Context: an optimization exercise on an open-source flow, tuned for small area, a short achievable clock period and few clock cycles. The choices shown serve that exercise and are no tape-out recipe.
At most, simulation tests tie the RTL to the original design; equivalence was not proved.
The RTL of runs 1 to 5 was laid out without a check of its function.
Power is estimated from default activity; no workload was simulated.

$ cat design/flow/design.v
package lsce_pkg;
  localparam int MAX_COLUMNS = 4096;
  localparam int MAX_ROWS    = 4096;
  localparam int COL_W       = 12;
  localparam int CNT_W       = 13;
  localparam int ROW_W       = 12;
  localparam int GRAD_W      = 9;
  localparam int CENTRE_W    = 20;
  localparam logic [1:0] REG_GRAD_THRESHOLD = 2'd0;
  localparam logic [1:0] REG_WIDTH_MIN      = 2'd1;
  localparam logic [1:0] REG_WIDTH_MAX      = 2'd2;
endpackage
module lsce_front (
  input  logic        clk,
  input  logic        rst_n,
  input  logic        in_push,
  output logic        in_full,
  input  logic [7:0]  in_pixel,
  input  logic        in_row_end,
  input  logic        in_frame_end,
  input  logic [8:0]  thr,
  input  logic signed [12:0] wmin,
  input  logic signed [12:0] wmax,
  input  logic        job_ready,
  input  logic        job_ready_nxt,
  output logic        job_valid,
  output logic [8:0]  job_x,
  output logic [8:0]  job_uq,
  output logic [9:0]  job_a,
  output logic [9:0]  job_b,
  output logic [12:0] job_s1,
  output logic [2:0]  job_found,    
  output logic        job_last
);
  logic       in_full_r;
  logic       v_r, re_r, fe_r;
  logic signed [8:0] g_r;
  logic [7:0] ip0_r, ip1_r;    
  logic [1:0] pos_r;           
  logic [12:0] col_r;
  logic        colnz_r, first_r;    
  logic signed [8:0] prev_r, pk1_r, tr1_r;
  logic [8:0]  x_r, yq_r, uq_r, w_r;
  logic        ppend_r, tpend_r;
  logic [11:0] pkc_r, trc_r;
  logic        fin_r, fin_n1_r, fin_last_r;
  logic accept, hold, go, take, first, in_room;
  logic signed [9:0] dp, dt, dg;
  logic cap_p, cap_t;
  logic [12:0] col_n;
  logic fin_n, v_n, re_n, colnz_n;
  assign in_full = in_full_r;
  assign accept  = in_push && !in_full_r;
  assign in_room = !col_r[12];
  assign hold    = v_r && fin_r && !job_ready && (re_r || colnz_r);
  assign go      = v_r && !hold;
  assign take    = go && in_room && colnz_r;
  assign first   = first_r;
  assign dp      = 10'(g_r) - 10'(pk1_r);
  assign dt      = 10'(g_r) - 10'(tr1_r);
  assign dg      = 10'(g_r) - 10'(prev_r);
  assign cap_p   = first || !dp[9];
  assign cap_t   = first || dt[9];
  always_comb begin
    col_n = col_r;
    if (go) begin
      if (re_r) col_n = '0;
      else if (in_room) col_n = col_r + 13'd1;
    end
    colnz_n = go ? !re_r : colnz_r;
    fin_n = (fin_r && !job_ready) || (go && re_r);
    v_n   = hold ? 1'b1 : accept;
    re_n  = hold ? re_r : in_row_end;
  end
  always_ff @(posedge clk) begin
    if (!rst_n) begin
      in_full_r <= 1'b0;
      v_r <= 1'b0;
      pos_r <= '0;
      col_r <= '0;
      colnz_r <= 1'b0;
      first_r <= 1'b0;
      fin_r <= 1'b0;
    end else begin
      in_full_r <= v_n && fin_n && !job_ready_nxt && (re_n || colnz_n);
      v_r <= v_n;
      if (accept) pos_r <= in_row_end ? 2'd0 : (pos_r == 2'd0 ? 2'd1 : 2'd2);
      col_r <= col_n;
      colnz_r <= colnz_n;
      if (go) first_r <= !re_r && !colnz_r;
      fin_r <= fin_n;
    end
  end
  always_ff @(posedge clk) begin
    if (!hold) begin
      g_r <= pos_r[1] ? $signed({1'b0, in_pixel}) - $signed({1'b0, ip1_r}) : 9'sd0;
      re_r <= in_row_end;
      fe_r <= in_frame_end;
    end
    if (accept) begin
      ip1_r <= ip0_r;
      ip0_r <= in_pixel;
    end
    if (go && re_r) begin
      fin_n1_r <= !colnz_r;
      fin_last_r <= fe_r;
    end
    if (take) begin
      prev_r <= g_r;
      ppend_r <= cap_p;
      tpend_r <= cap_t;
      if (ppend_r) yq_r <= ~dp[8:0];
      if (tpend_r) w_r <= dt[8:0];
      if (cap_p) begin
        pk1_r <= g_r;
        x_r <= dg[8:0];
        pkc_r <= col_r[11:0];
      end
      if (cap_t) begin
        tr1_r <= g_r;
        uq_r <= ~dg[8:0];
        trc_r <= col_r[11:0];
      end
    end
  end
  logic pass_a;
  logic signed [10:0] thr_s;
  logic signed [13:0] wlo, whi;
  logic signed [10:0] tlo, thi;
  always_comb begin
    thr_s = $signed({2'b00, thr});
    wlo = $signed({2'b00, trc_r}) - $signed({2'b00, pkc_r}) - 14'(wmin);    
    whi = 14'(wmax) - $signed({2'b00, trc_r}) + $signed({2'b00, pkc_r});    
    tlo = 11'(pk1_r) - thr_s;                                               
    thi = 11'sd0 - 11'(tr1_r) - thr_s;                                      
    pass_a = !fin_n1_r && (pk1_r > 9'sd0) && (tr1_r <= 9'sd0)
             && !tlo[10] && !thi[10] && (pkc_r != 12'd1) && (trc_r != 12'd1);
  end
  assign job_valid = fin_r;
  assign job_x     = x_r;
  assign job_uq    = uq_r;
  assign job_a     = {1'b0, x_r} + {1'b0, ppend_r ? pk1_r : yq_r} + {9'd0, !ppend_r};
  assign job_b     = {1'b0, uq_r} + {1'b0, tpend_r ? ~tr1_r : w_r} + {8'd0, tpend_r, !tpend_r};
  assign job_s1    = {1'b0, pkc_r} + {1'b0, trc_r} - 13'd3;
  assign job_found = {pass_a, !wlo[13], !whi[13]};
  assign job_last  = fin_last_r;
endmodule
module lsce_mul (
  input  logic        clk,
  input  logic        rst_n,
  input  logic        load,
  input  logic [8:0]  ld_x,
  input  logic [8:0]  ld_uq,
  input  logic [9:0]  ld_a,
  input  logic [9:0]  ld_b,
  input  logic [12:0] ld_s1,
  input  logic [2:0]  ld_found,
  input  logic        ld_last,
  input  logic        take,
  output logic        valid,
  output logic        done,
  output logic        valid_nxt,
  output logic [19:0] d,
  output logic [19:0] e,
  output logic [12:0] s1,
  output logic        found,
  output logic        last
);
  logic        valid_r, done_r;
  logic [2:0]  found_r;
  logic [2:0]  cnt_r;
  logic [8:0]  x_r;
  logic [9:0]  a_r;
  logic signed [10:0] accd_r;
  logic signed [11:0] acce_r;
  logic [11:0] bq_r, uq_r;    
  logic [2:0]  db_r, du_r;      
  function automatic logic [2:0] booth(input logic b1, input logic b0, input logic bm);
    booth[0] = b0 ^ bm;
    booth[1] = (b1 & ~b0 & ~bm) | (~b1 & b0 & bm);
    booth[2] = b1 & ~(b0 & bm);
  endfunction
  logic [11:0] ma, mx, mxa;
  logic signed [12:0] sum_d;
  logic signed [13:0] sum_e;
  always_comb begin
    ma  = db_r[0] ? {2'b0, a_r} : db_r[1] ? {1'b0, a_r, 1'b0} : 12'd0;
    mx  = db_r[0] ? {3'b0, x_r} : db_r[1] ? {2'b0, x_r, 1'b0} : 12'd0;
    mxa = du_r[0] ? {2'b0, a_r} : du_r[1] ? {1'b0, a_r, 1'b0} : 12'd0;
    sum_d = 13'(accd_r) + (db_r[2] ? ~{1'b0, ma} : {1'b0, ma}) + 13'(db_r[2]);
    sum_e = 14'(acce_r) + (db_r[2] ? ~{2'b0, mx} : {2'b0, mx})
            + (du_r[2] ? ~{2'b0, mxa} : {2'b0, mxa}) + 14'(db_r[2]) + 14'(du_r[2]);
  end
  assign found = &found_r;
  assign valid = valid_r;
  assign done  = done_r;
  assign valid_nxt = load || (valid_r && !take);
  assign d = {accd_r[7:0], bq_r};
  assign e = {acce_r[7:0], uq_r};
  always_ff @(posedge clk) begin
    if (!rst_n) begin
      valid_r <= 1'b0;
      done_r <= 1'b0;
    end else if (load) begin
      valid_r <= 1'b1;
      done_r <= 1'b0;
    end else if (take) begin
      valid_r <= 1'b0;
      done_r <= 1'b0;
    end else if (valid_r && !done_r && (!found || cnt_r == 3'd5)) begin
      done_r <= 1'b1;
    end
  end
  always_ff @(posedge clk) begin
    db_r <= load ? booth(ld_b[1], ld_b[0], 1'b0) : booth(bq_r[3], bq_r[2], bq_r[1]);
    du_r <= load ? booth(ld_uq[1], ld_uq[0], 1'b0) : booth(uq_r[3], uq_r[2], uq_r[1]);
  end
  always_ff @(posedge clk) begin
    if (load) begin
      x_r <= ld_x;
      a_r <= ld_a;
      accd_r <= '0;
      acce_r <= 12'(ld_a);
      bq_r <= {2'b0, ld_b};
      uq_r <= {3'b0, ld_uq};
      s1 <= ld_s1;
      found_r <= ld_found;
      last <= ld_last;
      cnt_r <= '0;
    end else if (valid_r && !done_r) begin
      accd_r <= sum_d[12:2];
      acce_r <= sum_e[13:2];
      bq_r <= {sum_d[1:0], bq_r[11:2]};
      uq_r <= {sum_e[1:0], uq_r[11:2]};
      cnt_r <= cnt_r + 3'd1;
    end
  end
endmodule
module lsce_back (
  input  logic        clk,
  input  logic        rst_n,
  input  logic        job_done,
  input  logic [19:0] job_d,
  input  logic [19:0] job_e,
  input  logic [12:0] job_s1,
  input  logic        job_found,
  input  logic        job_last,
  output logic        take,
  output logic        out_empty,
  input  logic        out_pop,
  output logic        out_found,
  output logic [19:0] out_centre_q8,
  output logic        out_last
);
  logic        valid_r, done_r;
  logic [3:0]  cnt_r;
  logic [20:0] r_r;      
  logic [20:0] d2_r;     
  logic [8:0]  qd_r;     
  logic [12:0] s1_r;
  logic        pop;
  logic [20:0] e1;
  logic [21:0] t, diff;
  logic        qb;
  assign pop  = out_pop && done_r;
  assign take = job_done && (!valid_r || pop);
  assign out_empty = !done_r;
  assign out_centre_q8 = {s1_r, qd_r[6:0]};
  assign e1 = {1'b0, job_e} + {9'd0, job_d[19:8]};
  assign t = {r_r, qd_r[8]};
  assign diff = t - {1'b0, d2_r};
  assign qb = !diff[21];
  always_ff @(posedge clk) begin
    if (!rst_n) begin
      valid_r <= 1'b0;
      done_r <= 1'b0;
    end else if (take) begin
      valid_r <= 1'b1;
      done_r <= !job_found;
    end else if (pop) begin
      valid_r <= 1'b0;
      done_r <= 1'b0;
    end else if (valid_r && !done_r && cnt_r == 4'd8) begin
      done_r <= 1'b1;
    end
  end
  always_ff @(posedge clk) begin
    if (take) begin
      d2_r <= {job_d, 1'b0};
      s1_r <= job_found ? job_s1 : 13'd0;
      out_found <= job_found;
      out_last <= job_last;
      r_r <= {1'b0, e1[20:1]};
      qd_r <= job_found ? {e1[0], job_d[7:0]} : 9'd0;
      cnt_r <= '0;
    end else if (valid_r && !done_r) begin
      cnt_r <= cnt_r + 4'd1;
      r_r <= qb ? diff[20:0] : t[20:0];
      qd_r <= {qd_r[7:0], qb};
      if (cnt_r == 4'd2) s1_r <= s1_r + {11'd0, qd_r[1:0]};
    end
  end
endmodule
module laser_stripe_center_extract (
  input  logic                clk,
  input  logic                rst_n,
  input  logic                in_push,
  output logic                in_full,
  input  logic [7:0]          in_pixel,
  input  logic                in_row_end,
  input  logic                in_frame_end,
  output logic                out_empty,
  input  logic                out_pop,
  output logic [lsce_pkg::ROW_W-1:0]    out_row_number,
  output logic                out_found,
  output logic [lsce_pkg::CENTRE_W-1:0] out_centre_q8,
  output logic                out_last,
  input  logic                cfg_valid,
  output logic                cfg_ready,
  input  logic [1:0]          cfg_index,
  input  logic [12:0]         cfg_data
);
  logic [8:0]         thr_r;
  logic signed [12:0] wmin_r, wmax_r;
  logic [11:0]        row_r;
  logic        job_valid, job_last;
  logic [2:0]  job_found;
  logic [8:0]  job_x, job_uq;
  logic [9:0]  job_a, job_b;
  logic [12:0] job_s1;
  logic        mul_valid, mul_done, mul_valid_nxt, mul_found, mul_last, mul_take;
  logic [19:0] mul_d, mul_e;
  logic [12:0] mul_s1;
  assign cfg_ready = 1'b1;
  always_ff @(posedge clk) begin
    if (!rst_n) begin
      thr_r <= 9'd35;
      wmin_r <= 13'sd1;
      wmax_r <= 13'sd20;
    end else if (cfg_valid) begin
      case (cfg_index)
        lsce_pkg::REG_GRAD_THRESHOLD: thr_r <= cfg_data[8:0];
        lsce_pkg::REG_WIDTH_MIN:      wmin_r <= $signed(cfg_data);
        lsce_pkg::REG_WIDTH_MAX:      wmax_r <= $signed(cfg_data);
        default: begin
        end
      endcase
    end
  end
  always_ff @(posedge clk) begin
    if (!rst_n) begin
      row_r <= '0;
    end else if (out_pop && !out_empty) begin
      if (out_last) row_r <= '0;
      else if (row_r != 12'hfff) row_r <= row_r + 12'd1;
    end
  end
  assign out_row_number = row_r;
  lsce_front u_front (
    .clk          (clk),
    .rst_n        (rst_n),
    .in_push      (in_push),
    .in_full      (in_full),
    .in_pixel     (in_pixel),
    .in_row_end   (in_row_end),
    .in_frame_end (in_frame_end),
    .thr          (thr_r),
    .wmin         (wmin_r),
    .wmax         (wmax_r),
    .job_ready    (!mul_valid),
    .job_ready_nxt(!mul_valid_nxt),
    .job_valid    (job_valid),
    .job_x        (job_x),
    .job_uq        (job_uq),
    .job_a        (job_a),
    .job_b        (job_b),
    .job_s1       (job_s1),
    .job_found    (job_found),
    .job_last     (job_last)
  );
  lsce_mul u_mul (
    .clk       (clk),
    .rst_n     (rst_n),
    .load      (job_valid && !mul_valid),
    .ld_x      (job_x),
    .ld_uq     (job_uq),
    .ld_a      (job_a),
    .ld_b      (job_b),
    .ld_s1     (job_s1),
    .ld_found  (job_found),
    .ld_last   (job_last),
    .take      (mul_take),
    .valid     (mul_valid),
    .done      (mul_done),
    .valid_nxt (mul_valid_nxt),
    .d         (mul_d),
    .e         (mul_e),
    .s1        (mul_s1),
    .found     (mul_found),
    .last      (mul_last)
  );
  lsce_back u_back (
    .clk           (clk),
    .rst_n         (rst_n),
    .job_done      (mul_done),
    .job_d         (mul_d),
    .job_e         (mul_e),
    .job_s1        (mul_s1),
    .job_found     (mul_found),
    .job_last      (mul_last),
    .take          (mul_take),
    .out_empty     (out_empty),
    .out_pop       (out_pop),
    .out_found     (out_found),
    .out_centre_q8 (out_centre_q8),
    .out_last      (out_last)
  );
endmodule
$ cat design/flow/run.sh
#!/bin/bash
# synth_recipe.tcl (not shown) runs the flow's synth.tcl, then flattens the netlist and writes it again
# the make line also repeats each setting of config.mk as NAME=value (left out here)
make -C /OpenROAD-flow-scripts/flow DESIGN_CONFIG=/design/flow/config.mk WORK_HOME=/design/flow/orfs CLKGATE_MAP_FILE= SYNTH_SCRIPT=/design/flow/synth_recipe.tcl finish
$ cat design/flow/config.mk
export PLATFORM = sky130hd
export DESIGN_NAME = laser_stripe_center_extract
export DESIGN_NICKNAME = laser_stripe_center_extract
export VERILOG_FILES = /design/flow/design.v
export SDC_FILE = /design/flow/constraint.sdc
export NUM_CORES = 4
export LEC_CHECK = 0
export CAP_MARGIN = 20
export CORE_MARGIN = 2
export CORE_UTILIZATION = 40
export CTS_BUF_LIST = sky130_fd_sc_hd__clkbuf_8
export CTS_CLUSTER_DIAMETER = 70
export CTS_CLUSTER_SIZE = 12
export SETUP_SLACK_MARGIN = 4.5
export SLEW_MARGIN = 20
$ cat design/flow/constraint.sdc
create_clock -name core_clock -period 8.0 [get_ports {clk}]
set_input_delay 1.6000 -clock core_clock [delete_from_list [all_inputs] [get_ports {clk}]]
set_output_delay 1.6000 -clock core_clock [all_outputs]
set_load 0.01 [all_outputs]
==> flow_summary.ini, run 1 <==
[sta]
tns_ns = 0
setup_violations = 0
fin_skew_ns = 0.0362
tightest_slew_ns = 1.02
finalCritPeriodShare_pct = 42.3
max-slew-margin-rel_pct = 31.6
rsz0062_at_grt = true
slew_viol_final = 0
fin_hold_ws_ns = 0.426
fin_crit_ns = 3.38
hold_viol_final = 0
max_freq_ghz = 0.295

[critical_path]
crit_arrival_ns = 3.73
start_kind = flip-flop
cp_max_fo = 3
cp_data_required_time_ns = 8.34
path_class = flip-flop to flip-flop
cp-end-kind = flip-flop

[global_route]
grt_max_degree = 62
gr-usage-all-layers_pct = 17.2
grt_overflow_total = 0
grt_pass1_wl_mm = 77.4
grt_pass1_vias = 14600
antenna_found_initial = 2

[drt]
vias = 15100
avgViaCountPerCell = 5.12
drt-wirelength-per-cell_um = 16.5
dr.pass1.iters = 5
ant_nets = 0
drt-total-wl_mm = 48.4
drc = 0
drt_iter0_drc = 978

[yosys]
ys_ff_latch = 350
yosysWarnings = 4
synth-seq-area-share_pct = 44.4
syn_area_mm2 = 0.0213
async_flop_share_pct = 0
synth-compound-area-share_pct = 13.0
synth_edf_count = 246
synth-main-ff-cell = edfxtp_1
syn_inst = 2144
syn_nets = 2410
synthDistinctLibCells = 78
synth-simple-area-share_pct = 13.0
synth-xor-area-share_pct = 7.07
synthMuxAreaShare_pct = 1.20
synth_top_family_by_area = adder cells
synth_fa_ha_area_share_pct = 15.3
avgSynthCellArea_um2 = 9.95

[cells_and_area]
layout-drive-gt1-share_pct = 7.43
syn_to_final_growth_pct = 11.6
final_core_util_pct = 45.2
most-common-layout-cells = inv_1, edfxtp_1, nand2_1
final_common_cell = inv_1
nets = 2488

[floorplan]
dieWidth_um = 235
die_area_mm2 = 0.0552
die_h_um = 235
fp-row-count = 84
core_area_mm2 = 0.0527
io_pins = 67
start_util_pct = 40.5

[power]
p_per_area_mw_per_mm2 = 196
ir_drop_mv = 0.118
p_leak_nw = 9.83

[hold_path]
hold_class = flip-flop to flip-flop

[placed_design]
gp_congestion = 0.872
numPortBuffers = 65
dpl.hpwl_mm = 35.7

[clock_network]
clk_latency_ns = 0.62
cts.htree.levels = 2
cts_tree = built
cts_root_buf = clkbuf_8
cts_buffer_depth = 3
cts.reportedPaths.clkPinSlew_ns = 0.08
cts_sinks = 350
cts_buffers = 36

[status]
status = timing/DRC/antenna clean

[flow_run]
drv_cap = 0
## cell type report
cell class              count  area [µm²]
diodes                      3        7.51
clock buffers              38         523
clock inverters            27         118
fillers                  4941       28900
inverters                 257         968
multi-input cells        1469       10800
flip-flops and latches    350        9480
well taps                 688         861
repair buffers            108         993
## cell usage after synthesis (9+ instances only)
cell | count | area share [%]
xor2_1 | 48 | 2.0
and2_1 | 17 | 0.50
a31oi_1 | 10 | 0.29
mux2_2 | 12 | 0.63
nor2b_1 | 42 | 1.2
dfxtp_1 | 104 | 9.8
nor3_1 | 23 | 0.54
o21bai_1 | 26 | 0.92
and3_1 | 23 | 0.67
edfxtp_1 | 246 | 35
o21ai_1 | 9 | 0.21
mux2i_1 | 11 | 0.52
buf_4 | 9 | 0.32
nor2_1 | 115 | 2.0
o21ai_0 | 109 | 2.6
nand3_1 | 57 | 1.3
a21oi_1 | 115 | 2.7
xnor2_1 | 121 | 5.0
clkbuf_1 | 56 | 0.99
ha_1 | 199 | 12
nor4_1 | 13 | 0.38
o211ai_1 | 9 | 0.32
nand2b_1 | 23 | 0.67
a21o_1 | 42 | 1.5
nor3b_1 | 10 | 0.35
a21boi_0 | 29 | 1.0
inv_1 | 256 | 4.5
nand2_1 | 239 | 4.2
o21a_1 | 16 | 0.56
fa_1 | 37 | 3.5
a22oi_1 | 20 | 0.70
## critical path, stage by stage, from the launching register on
cell and delay, ns:
edfxtp_1 0.49, buf_4 0.19, fa_1 0.43, o21ba_2 0.24, o21bai_2 0.14, a21oi_1 0.09
o21bai_1 0.18, a21oi_1 0.10, o21bai_1 0.21, a221oi_2 0.11, o21bai_1 0.14, a21oi_1 0.09
ha_1 0.30, nand2_1 0.08, a211oi_1 0.22, a21oi_1 0.12
## path summary, 6_finish.rpt
kind,from,endpoint,slack (ns),depth (start not counted)
setup reg to reg,u_front.pkc_r[1],u_mul.found_r[1],4.62,15
setup / recovery,u_front.pkc_r[1],u_mul.found_r[1],4.62,15
hold reg to reg,u_front.ip0_r[6],u_front.ip1_r[6],0.43,0
hold / removal,u_front.ip0_r[6],u_front.ip1_r[6],0.43,0
## report_power, final
part           leakage, nW  switching [mW]  internal, mW
sequential            3.14           0.118          2.10
combinational         6.30           0.730         0.632
clock                0.398           0.647         0.446
total                 9.83            1.49          3.18
## sequential cells by signal, summed over array words and instances, names as in the netlist, 10 cells and up
| register | flops |
|---|---|
| u_mul.accd_r | 11 |
| u_mul.acce_r | 12 |
| u_front.col_r | 13 |
| u_back.r_r | 21 |
| u_back.d2_r | 20 |
| wmax_r | 13 |
| u_front.pkc_r | 12 |
| u_mul.s1 | 13 |
| u_front.trc_r | 12 |
| wmin_r | 13 |
| u_mul.bq_r | 12 |
| u_mul.a_r | 10 |
| row_r | 12 |
| u_back.s1_r | 13 |
| u_mul.uq_r | 12 |
## cell families after synthesis
logic type,count (synthesis)
buffers and inverters,327
AO/OA/AOI/OAI,439
adder cells (fa/ha/maj),239
other,1
multiplexers,24
flip-flops,350
AND/OR/NAND/NOR,594
XOR/XNOR,170
## timing repair
item,in CTS,in global routing
setup endpoints to repair,35,82
hold buffers,0,0
hold endpoints to repair,0,0
pin swaps,5,22
setup buffers,17,10
cloned,1,1
gates resized for setup,17,45
## per-layer routing
| metal | up-vias | share of wire [%] | GRT usage (%) |
|---|---|---|---|
| li1 | 7547 | - | - |
| met5 | - | 0 | 0 |
| met2 | 272 | 44 | 26.9 |
| met3 | 73 | 4.4 | 2.44 |
| met1 | 7172 | 49 | 24.9 |
| met4 | 0 | 2.1 | 4.81 |
## metrics by stage
| stage | power, mW | instance area [µm²] | instances | worst slack [ns] |
|---|---|---|---|---|
| 2_1_floorplan | 3.20 | 21300 | 2144 | 4.52 |
| 3_3_place_gp | 3.44 | 22700 | 2843 | 3.95 |
| 3_5_place_dp | 3.47 | 22700 | 2843 | 3.80 |
| 4_1_cts | 4.65 | 23500 | 2926 | 4.50 |
| 5_1_grt | 4.97 | 23800 | 2939 | 4.45 |
| 6_report | 4.67 | 23800 | 2940 | 4.62 |
==> run 2, diff against run 1 <==
--- a/design/flow/config.mk
+++ b/design/flow/config.mk
@@ -12,4 +12,4 @@
 export CTS_CLUSTER_DIAMETER = 70
 export CTS_CLUSTER_SIZE = 12
-export SETUP_SLACK_MARGIN = 4.5
+export SETUP_SLACK_MARGIN = 4.65
 export SLEW_MARGIN = 20
==> run 2 against run 1 <==
  * Still clean on timing, DRC and antenna
  * Sequential power hardly changed
  * Core utilization is 0.31 points higher
  * Hold slack worse by 0.0013 ns
  * Combinational power hardly changed
  * Non-clock buffer count is 11 higher
  * Sequential share of layout area is 0.25 points lower
  * First-iteration DRC count is 3.0% lower
  * Critical path type unchanged
==> flow_summary.ini, run 2 <==
[critical_path]
cp-end-kind = flip-flop
cp_data_required_time_ns = 8.33
startpoint = u_front.pkc_r[0]
r2r-end = u_mul.found_r[1]
cp_max_fo = 2
r2r_setup_slack_ns = 4.68
start_kind = flip-flop
setup.worst_path.end = u_mul.found_r[1]
crit_arrival_ns = 3.65
path_class = flip-flop to flip-flop
reg2reg_from = u_front.pkc_r[0]
worstRegToRegCells = 15

[power]
p_per_area_mw_per_mm2 = 195
switching_share_pct = 31.5
ir_drop_mv = 0.139
p_clk_share_pct = 23.2
p_leak_nw = 9.87
internal_power_mw = 3.20
p_switching_mw = 1.47
power.share.sequential_pct = 47.5
power_frac_comb_pct = 29.3

[sta]
max_freq_ghz = 0.301
fin_hold_ws_ns = 0.425
tns_ns = 0
slew_viol_final = 0
tightest_slew_ns = 1.08
max-slew-margin-rel_pct = 27.9
fin_crit_ns = 3.32
finalCritPeriodShare_pct = 41.5
hold_viol_final = 0
rsz0062_at_grt = true
fin_skew_ns = 0.0278
setup_violations = 0

[yosys]
synth_largest_area_cell = edfxtp_1
synthDistinctLibCells = 78
yosysWarnings = 4
ys_ff_latch = 350
synth_edf_count = 246
syn_nets = 2410
synth_top_area_share_pct = 34.6
syn_inst = 2144
async_flop_share_pct = 0
synth_common_cells = inv_1, edfxtp_1, nand2_1
synth-seq-area-share_pct = 44.4
synthTopCellsByArea = edfxtp_1, ha_1, dfxtp_1
syn_area_mm2 = 0.0213
yosysMostFrequentCell = inv_1
synth-main-ff-cell = edfxtp_1
avgSynthCellArea_um2 = 9.95

[cells_and_area]
most-common-layout-cells = inv_1, edfxtp_1, nand2_1
final_core_util_pct = 45.5
register_area_mm2 = 0.00949
regMostFlops = u_back.r_r
multi_input_area_mm2 = 0.0109
syn_to_final_growth_pct = 12.4
top_regs = u_back.r_r (21), u_back.d2_r (20)
layout-drive-gt1-share_pct = 8.36
largest_reg_flops = 21
nFillCells = 4902
final_common_cell = inv_1
nets = 2498

[drt]
vias = 15100
drt-total-wl_mm = 48.8
drc = 0
drt_iter0_drc = 949
dr.pass1.iters = 5
avgViaCountPerCell = 5.15
ant_nets = 0
drt-wirelength-per-cell_um = 16.6

[floorplan]
start_util_pct = 40.5
fp-row-count = 84
die_area_mm2 = 0.0552
io_pins = 67
core_area_mm2 = 0.0527
die_h_um = 235
dieWidth_um = 235

[global_route]
grt_overflow_total = 0
grt_max_degree = 73
antenna_found_initial = 2
gr-usage-all-layers_pct = 17.3
grt_pass1_vias = 14600
grt_pass1_wl_mm = 77.7

[placed_design]
dpl.hpwl_mm = 35.8
numPortBuffers = 65
gp_congestion = 0.847

[clock_network]
cts.reportedPaths.clkPinSlew_ns = 0.09
cts_buffers = 35
cts_buffer_depth = 3
cts_sinks = 350
cts_tree = built
hold_buffers = 0
cts.htree.levels = 2
cts_root_buf = clkbuf_8
clk_latency_ns = 0.60

[flow_run]
drv_cap = 0

[status]
status = timing/DRC/antenna clean

[hold_path]
hold_class = flip-flop to flip-flop
run 2: repair_timing:
item,4_1_cts,5_1_grt
pin swaps,6,31
gates resized for setup,31,57
buffers inserted,18,23
setup endpoints to repair,66,133
cloned,1,1
run 2: how the worst min path moves through the flow:
stage / startpoint / endpoint / cells after the start
final: u_front.ip0_r[1] / u_front.ip1_r[1] / 0
after global routing: u_front.ip0_r[3] / u_front.ip1_r[3] / 0
after CTS: u_front.ip0_r[7] / u_front.ip1_r[7] / 0
after detailed placement: u_front.ip0_r[7] / u_front.ip1_r[7] / 0
after global placement: u_front.ip0_r[7] / u_front.ip1_r[7] / 0
after floorplan: u_mul.last / u_back.out_last / 0
run 2: metal layers:
metal	part of all wire, %	vias up	GRT usage, %
met5	0	-	0
met4	2.0	0	4.76
met3	4.5	55	2.55
met2	44	297	26.6
met1	49	7247	25.3
li1	-	7540	-
run 2: power by group through the flow:
| stage | sequential (mW) | combinational (mW) | clock (mW) |
|---|---|---|---|
| after global routing | 2.23 | 1.53 | 1.19 |
| after global placement | 2.26 | 1.18 | 0 |
| after floorplan | 2.21 | 0.997 | 0 |
| after CTS | 2.22 | 1.30 | 1.12 |
| final | 2.22 | 1.37 | 1.08 |
| after detailed placement | 2.26 | 1.22 | 0 |
run 2: final cells by class:
class,count,area share [%]
multi-input cells,1469,45.6
flip-flops and latches,350,39.6
repair buffers,119,4.66
inverters,257,4.04
well taps,688,3.59
clock buffers,37,2.12
clock inverters,17,0.392
diodes,1,0.0104
run 2: kinds of logic (layout without fill, tap and decap cells):
kind of cell             Yosys count  count (layout)  synth area share (%)
AO/OA/AOI/OAI                    439             440                  13.0
multiplexers                      24              24                  1.20
AND/OR/NAND/NOR                  594             594                  13.0
buffers and inverters            327             430                  5.95
other                              1               2                0.0176
XOR/XNOR                         170             171                  7.07
flip-flops                       350             350                  44.4
adder cells (fa/ha/maj)          239             239                  15.3
run 2: per-stage QoR:
step | power (mW) | instances | cell area (µm²) | worst slack, ns
4_1_cts | 4.64 | 2913 | 23500 | 4.62
5_1_grt | 4.94 | 2938 | 24000 | 4.52
3_5_place_dp | 3.48 | 2840 | 22700 | 3.99
2_1_floorplan | 3.20 | 2144 | 21300 | 4.66
6_report | 4.67 | 2938 | 24000 | 4.68
3_3_place_gp | 3.44 | 2840 | 22600 | 4.09
run 2: worst max-delay path, stage by stage (launching register included):
cell	delay, ns
edfxtp_1	0.45
ha_4	0.22
fa_2	0.38
o21ba_4	0.24
o21bai_4	0.14
a21oi_2	0.07
o21bai_1	0.20
a21oi_1	0.10
o21bai_1	0.24
buf_4	0.16
buf_4	0.10
xnor2_1	0.07
ha_1	0.18
a21o_1	0.18
a211oi_2	0.24
a21oi_2	0.09
==> run 3, diff against run 2 <==
--- a/design/flow/config.mk
+++ b/design/flow/config.mk
@@ -12,4 +12,4 @@
 export CTS_CLUSTER_DIAMETER = 70
 export CTS_CLUSTER_SIZE = 12
-export SETUP_SLACK_MARGIN = 4.65
+export SETUP_SLACK_MARGIN = 4.3
 export SLEW_MARGIN = 20
==> run 3 against run 2 <==
  * Still clean on timing, DRC and antenna
  * Cell count shrank 0.20%
  * Routed wire length down 3.7%
  * Via count fell by 1.6%
  * Hold slack got worse by 0.00070 ns
  * Flip-flop and latch count unchanged
  * Clock power up 4%
  * Synthesized cell count did not move
  * Register-to-register slack got worse by 0.19 ns
  * Global-route usage down 0.36 points
  * Power fell by 0.76%
  * Count of clock-buffer cells in the layout increased by 1
==> flow_summary.ini, run 3 <==
[sta]
fin_hold_ws_ns = 0.424
fin_skew_ns = 0.0236
max-slew-margin-rel_pct = 26.9
rsz0062_at_grt = true
max_freq_ghz = 0.285
fin_crit_ns = 3.51
slew_viol_final = 0
tns_ns = 0
finalCritPeriodShare_pct = 43.9
setup_violations = 0
hold_viol_final = 0
tightest_slew_ns = 1.09

[floorplan]
core_area_mm2 = 0.0527
fp-row-count = 84
dieWidth_um = 235
io_pins = 67
start_util_pct = 40.5
die_area_mm2 = 0.0552
die_h_um = 235

[clock_network]
cts_buffer_depth = 3
hold_buffers = 0
cts.htree.levels = 2
cts_sinks = 350
cts_buffers = 36
cts.reportedPaths.clkPinSlew_ns = 0.09
clk_latency_ns = 0.60
cts_root_buf = clkbuf_8
cts_tree = built

[yosys]
synth-seq-area-share_pct = 44.4
async_flop_share_pct = 0
synth-main-ff-cell = edfxtp_1
synth_edf_count = 246
ys_ff_latch = 350
avgSynthCellArea_um2 = 9.95
synthDistinctLibCells = 78
synth_top_area_share_pct = 34.6
yosysWarnings = 4
syn_inst = 2144
syn_area_mm2 = 0.0213
yosysMostFrequentCell = inv_1
synth_common_cells = inv_1, edfxtp_1, nand2_1
syn_nets = 2410
synth_largest_area_cell = edfxtp_1
synthTopCellsByArea = edfxtp_1, ha_1, dfxtp_1

[cells_and_area]
largest_reg_flops = 21
regMostFlops = u_back.r_r
layout-drive-gt1-share_pct = 5.84
nets = 2482
final_core_util_pct = 44.9
syn_to_final_growth_pct = 10.8
top_regs = u_back.r_r (21), u_back.d2_r (20)
final_common_cell = inv_1
most-common-layout-cells = inv_1, edfxtp_1, nand2_1

[global_route]
met1_usage_pct = 24.6
grt_overflow_total = 0
antenna_found_initial = 1
grt_max_degree = 62
grt_pass1_vias = 14400
gr-usage-met3_pct = 2.50
gr-usage-all-layers_pct = 16.9
grt_pass1_wl_mm = 76.2
grt.met2_usage_pct = 26.3
top_usage_layer = met2

[drt]
drt_iter0_drc = 1037
drt-total-wl_mm = 47.1
drt-wirelength-per-cell_um = 16.1
dr.pass1.iters = 5
vias = 14900
ant_nets = 0
drc = 0
avgViaCountPerCell = 5.08

[power]
ir_drop_mv = 0.102
p_leak_nw = 9.81
p_per_area_mw_per_mm2 = 196

[critical_path]
cp_max_fo = 12
cp_data_required_time_ns = 8.47
path_class = flip-flop to flip-flop
start_kind = flip-flop
cp-end-kind = flip-flop
crit_arrival_ns = 3.98

[placed_design]
gp_congestion = 0.873
dpl.hpwl_mm = 35.3
numPortBuffers = 65

[status]
status = timing/DRC/antenna clean

[flow_run]
drv_cap = 0

[hold_path]
hold_class = flip-flop to flip-flop
## run 3: timing repair
item                                    CTS  global route
buffers inserted                          2            20
pin swaps                                 2             4
gates cloned                              1             0
endpoints found under the setup margin   18            57
gates resized for setup                  10            16
## run 3: final cells by class
type                            instances  area [µm²]
Fill cell                            4899       29000
Sequential cell                       350        9480
Inverter                              257         968
Timing Repair Buffer                  103         948
Clock buffer                           38         523
Clock inverter                         27         143
Antenna cell                            1        2.50
Tap cell                              688         861
Multi-Input combinational cell       1468       10700
## run 3: layer usage
metal | vias up | share of wire, %
met5 | - | 0
met4 | 0 | 2.1
met3 | 68 | 4.2
met2 | 302 | 44
met1 | 6983 | 50
li1 | 7537 | -
## run 3: final timing paths
kind                                          to  cells past startpoint  slack, ns             start
worst min-delay path            u_front.ip1_r[6]                      0       0.42  u_front.ip0_r[6]
worst max register to register  u_mul.acce_r[11]                     16       4.49     u_mul.db_r[0]
worst min register to register  u_front.ip1_r[6]                      0       0.42  u_front.ip0_r[6]
worst max-delay path            u_mul.acce_r[11]                     16       4.49     u_mul.db_r[0]
## run 3: cell families after synthesis
kind of cell	Yosys count	share of synthesized area, %
flops	350	44.4
compound gates	439	13.0
mux	24	1.20
other cells	1	0.0176
simple gates	594	13.0
fa+ha+maj	239	15.3
buf+inv	327	5.95
xor+xnor	170	7.07
## run 3: stage by stage
| stage | total power [mW] | area (µm²) | worst slack (ns) | std cells |
|---|---|---|---|---|
| final | 4.63 | 23600 | 4.49 | 2932 |
| after global routing | 4.92 | 23600 | 4.22 | 2932 |
| after CTS | 4.64 | 23400 | 4.32 | 2911 |
| after detailed placement | 3.48 | 22700 | 3.84 | 2843 |
| after global placement | 3.44 | 22700 | 3.95 | 2843 |
| after floorplan | 3.20 | 21300 | 4.49 | 2144 |
## run 3: worst max-delay path, cell delays in order, from the launching register on
cell and delay, ns:
dfxtp_4 0.42, nor2b_1 0.07, buf_6 0.14, a22oi_1 0.20, xnor2_1 0.12, fa_1 0.48, inv_1 0.07, ha_1 0.27
nor2b_1 0.12, o21ai_0 0.12, a21boi_1 0.22, o21ai_1 0.12, a211oi_2 0.30, nand2b_1 0.11, a31oi_2 0.22, a21oi_1 0.10
a311o_1 0.32
## run 3: where the power goes
group	internal (mW)	switching (mW)
clock network	0.480	0.642
logic	0.589	0.704
registers	2.10	0.119
==> run 4, diff against run 3 <==
--- a/design/flow/config.mk
+++ b/design/flow/config.mk
@@ -12,4 +12,4 @@
 export CTS_CLUSTER_DIAMETER = 70
 export CTS_CLUSTER_SIZE = 12
-export SETUP_SLACK_MARGIN = 4.3
+export SETUP_SLACK_MARGIN = 4.8
 export SLEW_MARGIN = 20
==> run 4 against run 3 <==
  * Still clean
  * Count of clock-buffer cells in the layout is 1 lower
  * Hold slack improved by 0.00052 ns
  * Sequential power about the same
  * Cell area is 4.7% higher
  * Via count increased by 3.5%
  * First-iteration DRC count fell by 4.1%
  * Critical path type unchanged
==> flow_summary.ini, run 4 <==
[status]
status = timing/DRC/antenna clean

[cells_and_area]
top_regs = u_back.r_r (21), u_back.d2_r (20)
layout-drive-gt1-share_pct = 12.7
most-common-layout-cells = inv_1, edfxtp_1, nand2_1
largest_reg_flops = 21
syn_to_final_growth_pct = 16.0
nFillCells = 4801
regMostFlops = u_back.r_r
final_cell_area_mm2 = 0.0247
nets = 2548
final_common_cell = inv_1

[clock_network]
clk_latency_ns = 0.61
cts_sinks = 350
cts_tree = built
cts.reportedPaths.clkPinSlew_ns = 0.08
cts_root_buf = clkbuf_8
cts_buffers = 36
cts.htree.levels = 2
cts_buffer_depth = 3

[yosys]
synth_top_area_share_pct = 34.6
synth_edf_count = 246
synth-seq-area-share_pct = 44.4
synth-xor-area-share_pct = 7.07
async_flop_share_pct = 0
synth-main-ff-cell = edfxtp_1
synth_fa_ha_area_share_pct = 15.3
syn_nets = 2410
synthMuxAreaShare_pct = 1.20
yosysMostFrequentCell = inv_1
synthDistinctLibCells = 78
yosysWarnings = 4
ys_ff_latch = 350
syn_inst = 2144
avgSynthCellArea_um2 = 9.95
synth-compound-area-share_pct = 13.0
synth-simple-area-share_pct = 13.0
synthTopCellsByArea = edfxtp_1, ha_1, dfxtp_1
syn_area_mm2 = 0.0213
synth_common_cells = inv_1, edfxtp_1, nand2_1
synth_largest_area_cell = edfxtp_1
synth_top_family_by_area = adder cells

[power]
p_leak_nw = 10.3
ir_drop_mv = 0.110
p_per_area_mw_per_mm2 = 197
total_power_mw = 4.87

[critical_path]
r2r_setup_slack_ns = 4.75
cp-end-kind = flip-flop
worstRegToRegCells = 15
reg2reg_from = u_front.pkc_r[1]
r2r-end = u_mul.found_r[1]
crit_arrival_ns = 3.59
path_class = flip-flop to flip-flop
cp_data_required_time_ns = 8.34
start_kind = flip-flop
cp_max_fo = 3

[drt]
drc = 0
drt-wirelength-per-cell_um = 16.7
avgViaCountPerCell = 5.15
dr.pass1.iters = 7
vias = 15400
drt_iter0_drc = 995
ant_nets = 0
drt-total-wl_mm = 50.0

[sta]
finalCritPeriodShare_pct = 40.6
fin_hold_ws_ns = 0.425
tightest_slew_ns = 1.01
hold_viol_final = 0
fin_skew_ns = 0.0244
rsz0062_at_grt = true
fin_crit_ns = 3.25
slew_viol_final = 0
max_freq_ghz = 0.308
max-slew-margin-rel_pct = 32.6
setup_violations = 0
tns_ns = 0
fin_ws_ns = 4.75

[floorplan]
io_pins = 67
start_util_pct = 40.5
fp-row-count = 84
dieWidth_um = 235
core_area_mm2 = 0.0527
die_h_um = 235
die_area_mm2 = 0.0552

[placed_design]
pre_cts_slack_ns = 3.69
gp_congestion = 0.842
dpl.hpwl_mm = 35.2
numPortBuffers = 65
place_area_mm2 = 0.0227

[global_route]
grt_overflow_total = 0
antenna_found_initial = 1
grt_pass1_vias = 14800
grt_max_degree = 62
grt_pass1_wl_mm = 78.2
gr-usage-all-layers_pct = 17.4

[flow_run]
drv_cap = 0

[hold_path]
min_to = u_front.ip1_r[1]
min-delay-start = u_front.ip0_r[1]
hold_class = flip-flop to flip-flop
whs_path_depth = 0
[run 4: changes by cell type in the layout (fill, tap and decap cells not counted), moves of 9 or more]
cell,before,now
a21oi_1,113,93
a21oi_2,2,22
buf_4,34,83
clkdlybuf4s50_1,64,45
dlygate4sd2_1,0,16
ha_1,198,185
ha_4,0,10
inv_1,275,264
o21ai_0,106,97
[run 4: per-stage QoR]
stage	util, %	std cells
finish	47.0	2992
global route	47.0	2992
CTS	45.6	2963
detailed placement	43.0	2840
global placement	43.0	2840
floorplan	-	2144
[run 4: what timing repair did]
action	CTS	global route
resized for setup	73	113
pin swaps	34	76
hold buffers	0	0
gates cloned	2	3
setup endpoints to repair	128	161
buffers inserted	62	25
[run 4: cell type report]
type,instances,area (µm²),area share [%]
Antenna cell,1,2.50,0.0101
Clock buffer,37,509,2.06
Timing Repair Buffer,166,1530,6.16
Sequential cell,350,9500,38.4
Clock inverter,22,116,0.470
Tap cell,688,861,3.48
Multi-Input combinational cell,1471,11200,45.5
Inverter,257,983,3.97
[run 4: critical path, cell delays in order, from the launching register on]
cell	delay [ns]
edfxtp_1	0.52
inv_2	0.14
ha_4	0.21
inv_4	0.06
o21bai_1	0.06
a21oi_1	0.20
o21bai_1	0.12
a21oi_2	0.19
o21bai_1	0.10
a221o_1	0.34
nor2_1	0.12
xnor2_1	0.15
ha_1	0.29
a21o_1	0.18
a211oi_2	0.23
a21oi_2	0.08
[run 4: layer usage]
| metal | GRT usage [%] | share of wire [%] |
|---|---|---|
| met1 | 25.0 | 48 |
| met2 | 27.5 | 45 |
| met3 | 2.11 | 4.2 |
| met4 | 4.64 | 2.1 |
| met5 | 0 | 0 |
[run 4: logic make-up (layout without fill, tap and decap cells)]
kind of cell / count (synthesis) / in the layout
AOI/OAI and AO/OA: 439 / 442
buffers and inverters: 327 / 482
and+or+nand+nor: 594 / 594
other: 1 / 2
adders and majority gates: 239 / 239
xor gates and xnor gates: 170 / 171
muxes: 24 / 24
DFF: 350 / 350
[run 4: power breakdown]
part	switching, mW	internal, mW	leakage (nW)	total, mW
combinational	0.796	0.758	6.76	1.55
sequential	0.115	2.10	3.14	2.21
clock	0.641	0.463	0.384	1.10
[run 4: worst max path at each step]
stage / startpoint / to / slack [ns] / cells past startpoint
final: u_front.pkc_r[1] / u_mul.found_r[1] / 4.75 / 15
after global routing: u_mul.db_r[1] / u_mul.acce_r[9] / 4.62 / 15
after floorplan: u_mul.db_r[1] / u_mul.acce_r[10] / 4.80 / 16
after CTS: u_front.pkc_r[1] / u_mul.found_r[1] / 4.58 / 15
after global placement: out_pop / u_back.r_r[7] / 3.72 / 9
after detailed placement: out_pop / u_back.r_r[7] / 3.69 / 9
==> run 5, diff against run 4 <==
--- a/design/flow/config.mk
+++ b/design/flow/config.mk
@@ -12,4 +12,4 @@
 export CTS_CLUSTER_DIAMETER = 70
 export CTS_CLUSTER_SIZE = 12
-export SETUP_SLACK_MARGIN = 4.8
+export SETUP_SLACK_MARGIN = 5.0
 export SLEW_MARGIN = 20
==> run 5 against run 4 <==
  * Power rose by 2.7%
  * Non-clock buffer count is 38 higher
  * Largest cell class unchanged
  * Still clean on timing, DRC and antenna
  * Clock skew down 0.0064 ns
  * Count of clock-buffer cells in the layout increased by 1
  * Flip-flop and latch count is the same
  * Cell area is 2.6% higher
  * Register-to-register slack worse by 0.18 ns
  * Sequential share of layout area fell by 0.98 points
  * Largest power group unchanged
  * Critical path depth rose by 3
  * Via count increased by 1.2%
==> flow_summary.ini, run 5 <==
[hold_path]
whs_path_depth = 0
min-delay-start = u_mul.last
hold_class = flip-flop to flip-flop

[drt]
ant_nets = 0
dr.pass1.iters = 5
drt_iter0_drc = 980
vias = 15600
avgViaCountPerCell = 5.14
drt-total-wl_mm = 51.1
drt-wirelength-per-cell_um = 16.8
drc = 0

[sta]
hold_viol_final = 0
fin_hold_ws_ns = 0.413
rsz0062_at_grt = true
fin_ws_ns = 4.57
setup_violations = 0
finalCritPeriodShare_pct = 42.9
max-slew-margin-rel_pct = 29.1
fin_crit_ns = 3.43
tns_ns = 0
tightest_slew_ns = 1.06
max_freq_ghz = 0.292
slew_viol_final = 0
fin_skew_ns = 0.0180

[global_route]
grt_pass1_wl_mm = 81.3
grt_pass1_vias = 15300
grt_max_degree = 62
gr-usage-all-layers_pct = 18.1
grt_overflow_total = 0
antenna_found_initial = 0

[critical_path]
worstRegToRegCells = 18
worstPathCellList = buf_6 > buf_6 > inv_6 > ha_4 > inv_4 > buf_12 > ha_4 > inv_2 > fa_2 > maj3_2 > maj3_2 > nor2_1 > o21a_1 > o21ai_2 > a21oi_2 > o21a_1 > nor2_1 > xnor2_1
startpoint = u_front.pkc_r[1]
path_class = flip-flop to flip-flop
cp_max_fo = 3
start_kind = flip-flop
cpMaxStageDelayCell = edfxtp_1
cp_data_required_time_ns = 8.34
cp.depth = 18
crit_arrival_ns = 3.77
reg2reg_from = u_front.pkc_r[1]
cp_top_family = adder cells
cp_num_buf_inv = 6
cp-end-kind = flip-flop
critPathMaxStageDelay_ns = 0.51

[cells_and_area]
layout-drive-gt1-share_pct = 15.9
nFillCells = 4798
antenna_cells = 0
final_common_cell = inv_1
top_regs = u_back.r_r (21), u_back.d2_r (20)
final_core_util_pct = 48.2
nets = 2589
instances_no_fill = 3036
final_cell_area_mm2 = 0.0254
most-common-layout-cells = inv_1, edfxtp_1, nand2_1
largest_reg_flops = 21
syn_to_final_growth_pct = 19.0
regMostFlops = u_back.r_r

[floorplan]
dieWidth_um = 235
die_area_mm2 = 0.0552
fp-row-count = 84
start_util_pct = 40.5
core_area_mm2 = 0.0527
die_h_um = 235
io_pins = 67

[placed_design]
place_area_mm2 = 0.0228
dpl.hpwl_mm = 35.4
gp_congestion = 0.838
dp.cells = 2842
numPortBuffers = 65
pre_cts_slack_ns = 4.04

[clock_network]
cts_sinks = 350
cts.htree.levels = 2
cts_buffers = 36
hold_buffers = 0
cts_tree = built
clk_latency_ns = 0.60
cts.reportedPaths.clkPinSlew_ns = 0.09
cts_buffer_depth = 3
cts_root_buf = clkbuf_8

[power]
switching_share_pct = 32.1
power.share.sequential_pct = 44.4
p_clk_share_pct = 21.7
p_per_area_mw_per_mm2 = 197
p_leak_nw = 10.6
internal_power_mw = 3.40
power_frac_comb_pct = 33.8
ir_drop_mv = 0.110
p_switching_mw = 1.61
total_power_mw = 5.00

[yosys]
synthTopCellsByArea = edfxtp_1, ha_1, dfxtp_1
synth_largest_area_cell = edfxtp_1
synth-seq-area-share_pct = 44.4
syn_area_mm2 = 0.0213
syn_inst = 2144
synth-main-ff-cell = edfxtp_1
async_flop_share_pct = 0
synth_edf_count = 246
synth_top_area_share_pct = 34.6
synth_common_cells = inv_1, edfxtp_1, nand2_1
ys_ff_latch = 350
avgSynthCellArea_um2 = 9.95
synthDistinctLibCells = 78
yosysWarnings = 4
yosysMostFrequentCell = inv_1
syn_nets = 2410

[status]
status = timing/DRC/antenna clean

[flow_run]
drv_cap = 0
-- run 5: logic make-up after synthesis --
group / after synthesis / synth area share [%]
xor+xnor: 170 / 7.07
mux: 24 / 1.20
fa+ha+maj: 239 / 15.3
buf+inv: 327 / 5.95
simple gates: 594 / 13.0
compound gates: 439 / 13.0
other cells: 1 / 0.0176
flops: 350 / 44.4
-- run 5: area by class of cell --
class                      instances  area [µm²]  share of cell area (%)
sequential                       350        9490                    37.4
clock inverter                    25         108                   0.424
clock buffer                      38         523                    2.06
tap                              688         861                    3.39
timing repair buffer             204        1860                    7.32
multi-input combinational       1474       11500                    45.5
inverter                         257         993                    3.91
-- run 5: metal layers --
| metal | GRT usage [%] | vias up | part of all wire [%] |
|---|---|---|---|
| li1 | - | 7765 | - |
| met1 | 26.1 | 7488 | 49 |
| met2 | 28.6 | 295 | 45 |
| met3 | 2.44 | 58 | 4.5 |
| met4 | 4.16 | 0 | 1.7 |
| met5 | 0 | - | 0 |
-- run 5: timing repair --
item                       4_1_cts  5_1_grt
setup endpoints to repair      206      194
cloned                           4        6
buffers inserted                76       45
resized for setup              148      116
pin swaps                       70       90
-- run 5: path summary, 6_finish.rpt --
| check | slack [ns] | endpoint |
|---|---|---|
| max | 4.57 | u_mul.s1[11] |
| min reg2reg | 0.41 | u_back.out_last |
| max reg2reg | 4.57 | u_mul.s1[11] |
| min | 0.41 | u_back.out_last |
-- run 5: power groups by stage --
stage / Combinational, mW / Sequential (mW) / Clock (mW)
finish: 1.69 / 2.22 / 1.09
global route: 1.88 / 2.24 / 1.19
CTS: 1.49 / 2.22 / 1.13
detailed placement: 1.24 / 2.26 / 0
global placement: 1.21 / 2.26 / 0
floorplan: 1.02 / 2.21 / 0
-- run 5: worst reg2reg max path: stages, from the launching register on --
cell,delay (ns)
edfxtp_1,0.51
buf_6,0.17
buf_6,0.11
inv_6,0.05
ha_4,0.19
inv_4,0.07
buf_12,0.10
ha_4,0.14
inv_2,0.04
fa_2,0.33
maj3_2,0.31
maj3_2,0.34
nor2_1,0.11
o21a_1,0.18
o21ai_2,0.08
a21oi_2,0.15
o21a_1,0.13
nor2_1,0.05
xnor2_1,0.12
==> run 6, diff against run 5 <==
--- a/design/flow/design.v
+++ b/design/flow/design.v
@@ -45,4 +45,5 @@
   logic [11:0] pkc_r, trc_r;
   logic        fin_r, fin_n1_r, fin_last_r;
+  logic [2:0]  pf_r;    
   logic accept, hold, go, take, first, in_room;
   logic signed [9:0] dp, dt, dg;
@@ -106,4 +107,5 @@
       fin_last_r <= fe_r;
     end
+    pf_r <= {pass_a, !wlo[13], !whi[13]};
     if (take) begin
       prev_r <= g_r;
@@ -143,5 +145,5 @@
   assign job_b     = {1'b0, uq_r} + {1'b0, tpend_r ? ~tr1_r : w_r} + {8'd0, tpend_r, !tpend_r};
   assign job_s1    = {1'b0, pkc_r} + {1'b0, trc_r} - 13'd3;
-  assign job_found = {pass_a, !wlo[13], !whi[13]};
+  assign job_found = pf_r;    
   assign job_last  = fin_last_r;
 endmodule
@@ -169,4 +171,5 @@
   logic        valid_r, done_r;
   logic [2:0]  found_r;
+  logic        new_r;    
   logic [2:0]  cnt_r;
   logic [8:0]  x_r;
@@ -208,5 +211,5 @@
       valid_r <= 1'b0;
       done_r <= 1'b0;
-    end else if (valid_r && !done_r && (!found || cnt_r == 3'd5)) begin
+    end else if (valid_r && !done_r && ((!new_r && !found) || cnt_r == 3'd5)) begin
       done_r <= 1'b1;
     end
@@ -217,4 +220,8 @@
   end
   always_ff @(posedge clk) begin
+    new_r <= load;
+    if (new_r) found_r <= ld_found;
+  end
+  always_ff @(posedge clk) begin
     if (load) begin
       x_r <= ld_x;
@@ -225,5 +232,4 @@
       uq_r <= {3'b0, ld_uq};
       s1 <= ld_s1;
-      found_r <= ld_found;
       last <= ld_last;
       cnt_r <= '0;
--- a/design/flow/config.mk
+++ b/design/flow/config.mk
@@ -12,4 +12,4 @@
 export CTS_CLUSTER_DIAMETER = 70
 export CTS_CLUSTER_SIZE = 12
-export SETUP_SLACK_MARGIN = 5.0
+export SETUP_SLACK_MARGIN = 4.8
 export SLEW_MARGIN = 20
==> run 6 against run 5 <==
  * Count of clock-buffer cells in the layout grew 1
  * First-iteration DRC count rose by 2.4%
  * Sequential power is essentially flat
  * Synthesized area is 1.1% higher
  * Core utilization fell by 2.2 points
  * Combinational power fell by 12%
  * Largest cell class unchanged
  * Highest routed layer unchanged
==> flow_summary.ini, run 6 <==
[sta]
fin_hold_ws_ns = 0.412
finalCritPeriodShare_pct = 41.5
fin_skew_ns = 0.0274
slew_viol_final = 0
tns_ns = 0
setup_violations = 0
tightest_slew_ns = 1.11
max-slew-margin-rel_pct = 25.5
hold_viol_final = 0
fin_crit_ns = 3.32
max_freq_ghz = 0.301
rsz0062_at_grt = true
fin_ws_ns = 4.68

[yosys]
synth_top_family_by_area = adder cells
synth-xor-area-share_pct = 6.79
async_flop_share_pct = 0
synth-main-ff-cell = edfxtp_1
synthMuxAreaShare_pct = 1.40
yosysWarnings = 4
yosysMostFrequentCell = inv_1
synth_largest_area_cell = edfxtp_1
synth_edf_count = 246
ys_ff_latch = 354
synthDistinctLibCells = 80
syn_inst = 2171
synth-compound-area-share_pct = 13.2
synth_common_cells = inv_1, nand2_1, edfxtp_1
synth-seq-area-share_pct = 44.3
synth_fa_ha_area_share_pct = 15.1
synthTopCellsByArea = edfxtp_1, ha_1, dfxtp_1
syn_nets = 2439
syn_area_mm2 = 0.0216
avgSynthCellArea_um2 = 9.93
synth_top_area_share_pct = 34.3
synth-simple-area-share_pct = 13.2

[clock_network]
cts_sinks = 354
cts_tree = built
cts_buffer_depth = 3
clk_latency_ns = 0.61
cts.reportedPaths.clkPinSlew_ns = 0.08
cts_buffers = 38
cts_root_buf = clkbuf_8
cts.htree.levels = 2
hold_buffers = 0

[placed_design]
dpl.hpwl_mm = 36.2
gp_congestion = 0.834
numPortBuffers = 65
place_area_mm2 = 0.0229
pre_cts_slack_ns = 3.56

[power]
p_clk_share_pct = 24.4
p_leak_nw = 10.2
ir_drop_mv = 0.112
switching_share_pct = 32.3
internal_power_mw = 3.33
p_switching_mw = 1.59
p_per_area_mw_per_mm2 = 199
power_frac_comb_pct = 30.2
power.share.sequential_pct = 45.4
total_power_mw = 4.92

[floorplan]
core_area_mm2 = 0.0536
die_area_mm2 = 0.0558
fp-row-count = 85
start_util_pct = 40.2
io_pins = 67
dieWidth_um = 236
die_h_um = 236

[status]
status = timing/DRC/antenna clean

[cells_and_area]
nets = 2567
final_common_cell = inv_1
most-common-layout-cells = inv_1, nand2_1, edfxtp_1
antenna_cells = 0
layout-drive-gt1-share_pct = 11.1
final_cell_area_mm2 = 0.0247
syn_to_final_growth_pct = 14.4
top_regs = u_back.r_r (21), u_back.d2_r (20)
largest_reg_flops = 21
regMostFlops = u_back.r_r
nFillCells = 5013

[critical_path]
cp_num_buf_inv = 1
start_kind = flip-flop
cp_max_fo = 3
cp_top_family = adder cells
path_class = flip-flop to flip-flop
critPathMaxStageDelay_ns = 0.55
crit_arrival_ns = 3.67
r2r_setup_slack_ns = 4.68
worstPathCellList = nand2_1 > o21ai_1 > xnor2_1 > fa_1 > inv_2 > fa_2 > a21o_1 > a21oi_2 > o21ba_4 > o21ai_4 > a41oi_2 > nand2b_1 > xor2_1 > mux2_2
cp_data_required_time_ns = 8.35
cpMaxStageDelayCell = fa_1
cp-end-kind = flip-flop
worstRegToRegCells = 14
cp.depth = 14

[drt]
dr.pass1.iters = 5
vias = 15600
drt-total-wl_mm = 50.9
drc = 0
drt_iter0_drc = 1004
drt-wirelength-per-cell_um = 16.9
ant_nets = 0
avgViaCountPerCell = 5.17

[global_route]
grt_overflow_total = 0
grt_max_degree = 62
grt_pass1_vias = 15100
gr-usage-all-layers_pct = 17.7
grt_pass1_wl_mm = 79.8
antenna_found_initial = 0

[hold_path]
hold_class = flip-flop to flip-flop
whs_path_depth = 0

[flow_run]
drv_cap = 0
==> run 6: cell count changes after synthesis, moves of 10 or more <==
cell / before / now
a21o_1: 42 / 32
clkbuf_1: 56 / 44
inv_1: 256 / 266
nand2_1: 239 / 263
nor2_1: 115 / 90
o21ai_0: 109 / 122
==> run 6: timing repair <==
| item | 4_1_cts | 5_1_grt |
|---|---|---|
| pin swaps | 22 | 32 |
| gates resized for setup | 70 | 68 |
| cloned | 3 | 1 |
| endpoints found under the setup margin | 165 | 174 |
| buffers inserted | 36 | 37 |
==> run 6: per-layer routing <==
layer | vias up | GRT usage (%) | wire [µm] | part of all wire, %
met5 | - | 0 | 0 | 0
met3 | 92 | 2.28 | 2160 | 4.2
met2 | 341 | 28.0 | 22700 | 45
li1 | 7744 | - | - | -
met4 | 0 | 6.16 | 1630 | 3.2
met1 | 7425 | 25.1 | 24400 | 48
==> run 6: worst paths after layout <==
kind	startpoint	end
hold reg to reg	u_front.pf_r[1]	u_mul.found_r[1]
setup reg to reg	u_mul.a_r[1]	u_mul.acce_r[8]
setup / recovery	u_mul.a_r[1]	u_mul.acce_r[8]
hold / removal	u_front.pf_r[1]	u_mul.found_r[1]
==> run 6: power by group through the flow <==
stage                     sequential (mW)  clock [mW]  combinational [mW]
after global placement               2.28           0                1.20
after floorplan                      2.22           0                1.00
after CTS                            2.24        1.24                1.33
final                                2.24        1.20                1.48
after detailed placement             2.28           0                1.24
after global routing                 2.25        1.31                1.65
==> run 6: final cells by class <==
type                    count  area [µm²]  share of cell area, %
multi-input cells        1487       11200                   45.3
flip-flops and latches    354        9580                   38.8
repair buffers            149        1340                   5.42
inverters                 269        1010                   4.11
well taps                 696         871                   3.53
clock buffers              39         537                   2.18
clock inverters            22         164                  0.664
==> run 6: kinds of logic after synthesis <==
family / count (synthesis)
muxes: 28
AOI/OAI and AO/OA: 448
DFF: 354
xor gates and xnor gates: 165
and+or+nand+nor: 602
adders and majority gates: 239
buffers and inverters: 334
other: 1
==> run 6: metrics by stage <==
step           util [%]  cells
2_1_floorplan         -   2171
3_3_place_gp       42.8   2878
3_5_place_dp       42.8   2878
4_1_cts            44.9   2978
5_1_grt            46.0   3016
6_report           46.0   3016
Testbench counts of run 6, summed over its fixed seeds: cycles 35,831.
==> run 7, diff against run 6 <==
--- a/design/flow/config.mk
+++ b/design/flow/config.mk
@@ -12,4 +12,4 @@
 export CTS_CLUSTER_DIAMETER = 70
 export CTS_CLUSTER_SIZE = 12
-export SETUP_SLACK_MARGIN = 4.8
+export SETUP_SLACK_MARGIN = 4.65
 export SLEW_MARGIN = 20
==> run 7 against run 6 <==
  * Sequential power about the same
  * Non-clock buffer count shrank 39
  * Synthesized area unchanged
  * Combinational power fell by about 10%
  * First-iteration DRC count decreased by 2.6%
  * Cell count fell by 1.3%
  * Die area did not move
  * Global-route usage fell by 0.32 points
  * Critical path type is now flip-flop to output pin
  * Largest power group unchanged
  * Highest routed layer unchanged
==> flow_summary.ini, run 7 <==
[floorplan]
io_pins = 67
dieWidth_um = 236
start_util_pct = 40.2
core_area_mm2 = 0.0536
die_h_um = 236
fp-row-count = 85
die_area_mm2 = 0.0558

[yosys]
synth_edf_count = 246
yosysMostFrequentCell = inv_1
yosysWarnings = 4
ys_ff_latch = 354
synth-seq-area-share_pct = 44.3
syn_inst = 2171
avgSynthCellArea_um2 = 9.93
syn_area_mm2 = 0.0216
syn_nets = 2439
synth-main-ff-cell = edfxtp_1
synthTopCellsByArea = edfxtp_1, ha_1, dfxtp_1
synth_common_cells = inv_1, nand2_1, edfxtp_1
synthDistinctLibCells = 80
synth_largest_area_cell = edfxtp_1
synth_top_area_share_pct = 34.3
async_flop_share_pct = 0

[clock_network]
clk_latency_ns = 0.62
cts_root_buf = clkbuf_8
cts_buffer_depth = 3
cts_tree = built
cts_sinks = 354
cts.reportedPaths.clkPinSlew_ns = 0.08
cts_buffers = 37
hold_buffers = 0
cts.htree.levels = 2

[critical_path]
crit_arrival_ns = 1.64
start_kind = flip-flop
cp_data_required_time_ns = 6.40
critPathMaxStageDelay_ns = 0.58
cp_num_buf_inv = 1
worstRegToRegCells = 13
cpMaxStageDelayCell = clkdlybuf4s50_1
cp_top_family = buffers and inverters
r2r-end = u_mul.acce_r[8]
path_class = flip-flop to output pin
r2r_setup_slack_ns = 4.77
cp_max_fo = 6
worstPathCellList = clkdlybuf4s50_1
reg2reg_from = u_mul.x_r[1]
cp-end-kind = output pin

[sta]
slew_viol_final = 0
max-slew-margin-rel_pct = 36.6
max_freq_ghz = 0.309
setup_violations = 0
fin_crit_ns = 3.24
rsz0062_at_grt = true
finalCritPeriodShare_pct = 40.5
hold_viol_final = 0
tns_ns = 0
tightest_slew_ns = 0.943
fin_ws_ns = 4.76
fin_skew_ns = 0.0291

[hold_path]
whs_path_depth = 0
min_to = u_mul.found_r[1]
min-delay-start = u_front.pf_r[1]
hold_class = flip-flop to flip-flop

[drt]
drt_iter0_drc = 978
drt-total-wl_mm = 48.6
ant_nets = 0
drt-wirelength-per-cell_um = 16.3
vias = 15200
avgViaCountPerCell = 5.10
dr.pass1.iters = 6
drc = 0

[cells_and_area]
largest_reg_flops = 21
most-common-layout-cells = inv_1, nand2_1, edfxtp_1
syn_to_final_growth_pct = 12.1
layout-drive-gt1-share_pct = 7.72
top_regs = u_back.r_r (21), u_back.d2_r (20)
final_common_cell = inv_1
nets = 2524
regMostFlops = u_back.r_r

[power]
p_leak_nw = 9.90
ir_drop_mv = 0.116
p_per_area_mw_per_mm2 = 197

[global_route]
gr-usage-all-layers_pct = 17.4
grt_pass1_vias = 14900
grt_overflow_total = 0
grt_pass1_wl_mm = 78.3
antenna_found_initial = 1
grt_max_degree = 62

[placed_design]
dpl.hpwl_mm = 35.9
gp_congestion = 0.830
numPortBuffers = 65
pre_cts_slack_ns = 3.53

[flow_run]
drv_cap = 0

[status]
status = timing/DRC/antenna clean
run 7: changes by cell type in the layout (fill, tap and decap cells not counted), moves of 9 or more:
| cell | change |
|---|---|
| buf_4 | -35 |
| dlygate4sd2_1 | -18 |
| o21ai_0 | +10 |
| a21oi_1 | +9 |
| o21ai_1 | -9 |
| a21oi_2 | -9 |
| clkdlybuf4s50_1 | +22 |
run 7: cell families after synthesis:
kind of cell	Yosys count	share of synthesized area (%)
AOI/OAI and AO/OA	448	13.2
xor gates and xnor gates	165	6.79
adders and majority gates	239	15.1
buffers and inverters	334	6.00
DFF	354	44.3
muxes	28	1.40
other	1	0.0174
and+or+nand+nor	602	13.2
run 7: worst register-to-register path, delay by kind of cell, from the launching register on:
family,cells,cell delay [ns]
AOI/OAI and AO/OA,6,0.99
xor gates and xnor gates,2,0.25
adders and majority gates,2,0.90
buffers and inverters,1,0.07
DFF,1,0.45
muxes,1,0.26
and+or+nand+nor,1,0.09
run 7: how the worst max path moves through the flow:
| stage | startpoint | endpoint | slack (ns) | depth (start not counted) |
|---|---|---|---|---|
| 4_1_cts | u_mul.db_r[0] | u_mul.acce_r[9] | 4.64 | 14 |
| 3_5_place_dp | u_mul.db_r[0] | u_mul.acce_r[8] | 3.53 | 14 |
| 2_1_floorplan | u_mul.du_r[1] | u_mul.acce_r[8] | 4.66 | 15 |
| 6_report | u_back.s1_r[5] | out_centre_q8[12] | 4.76 | 1 |
| 5_1_grt | u_front.pkc_r[1] | u_front.pf_r[1] | 4.58 | 14 |
| 3_3_place_gp | u_mul.db_r[0] | u_mul.acce_r[8] | 3.61 | 14 |
run 7: where the power goes:
group / switching (mW) / total [mW] / leakage [nW] / internal [mW]
clock network: 0.663 / 1.19 / 0.407 / 0.523
registers: 0.120 / 2.24 / 3.17 / 2.12
logic: 0.729 / 1.33 / 6.32 / 0.599
run 7: stage by stage:
stage | total power [mW] | instance area, µm² | hold slack, ns | util (%) | cells
finish | 4.75 | 24200 | 0.409 | 45.1 | 2976
global route | 5.05 | 24200 | 0.422 | 45.1 | 2976
detailed placement | 3.51 | 22900 | 0.389 | 42.8 | 2879
global placement | 3.48 | 22900 | 0.392 | 42.8 | 2879
floorplan | 3.22 | 21600 | 0.386 | - | 2171
CTS | 4.76 | 23800 | 0.409 | 44.5 | 2957
run 7: layout make-up:
cell class	instances	area, µm²
diodes	1	2.50
clock buffers	39	537
clock inverters	23	165
fillers	5117	29400
inverters	269	1010
multi-input cells	1484	10900
flip-flops and latches	354	9570
well taps	696	871
repair buffers	110	1060
run 7: routing by layer:
layer	global-route usage (%)	up-vias	wire (µm)
met5	0	-	0
met4	4.76	0	1200
met3	3.07	69	1990
met2	27.1	251	21600
met1	25.0	7203	23900
li1	-	7663	-
run 7: timing repair:
| item | 4_1_cts | 5_1_grt |
|---|---|---|
| endpoints found under the setup margin | 104 | 62 |
| setup buffers | 15 | 17 |
| cloned | 1 | 0 |
| hold endpoints to repair | 0 | 0 |
| gates resized for setup | 26 | 32 |
| pin swaps | 3 | 19 |

-- what the ideal ports hide --
How much do the figures lean on ideal ports? The routed layouts below were timed once more, with nothing changed but the port constraints. Step 1 assumes that a clkbuf_16 drives the clock port and a buf_2 every other input. Step 2, shift: input delay + t, output delay - t, t = (earliest + latest rising clock arrival at the registers) / 2. This alone moves slack from input paths to output paths. a / b / c = ideal / step 1 / step 2; a / b = the first two.
run | t (ns) | setup WS [ns] | pins driven straight from the clock port
run 1 | 0.659 | 4.615 / 4.615 / 4.080 | 1
run 2 | 0.643 | 4.678 / 4.678 / 4.185 | 1
run 3 | 0.643 | 4.492 / 4.492 / 3.983 | 1
run 4 | 0.643 | 4.754 / 4.754 / 4.309 | 1
run 5 | 0.643 | 4.571 / 4.571 / 4.363 | 1
run 6 | 0.648 | 4.678 / 4.678 / 4.282 | 1
run 7 | 0.661 | 4.759 / 4.702 / 4.150 | 1
After both steps setup and hold are still met in every run listed. The setup slack of run 7, which loses most, moves by -0.057 ns with the drivers and by -0.609 ns with both steps.
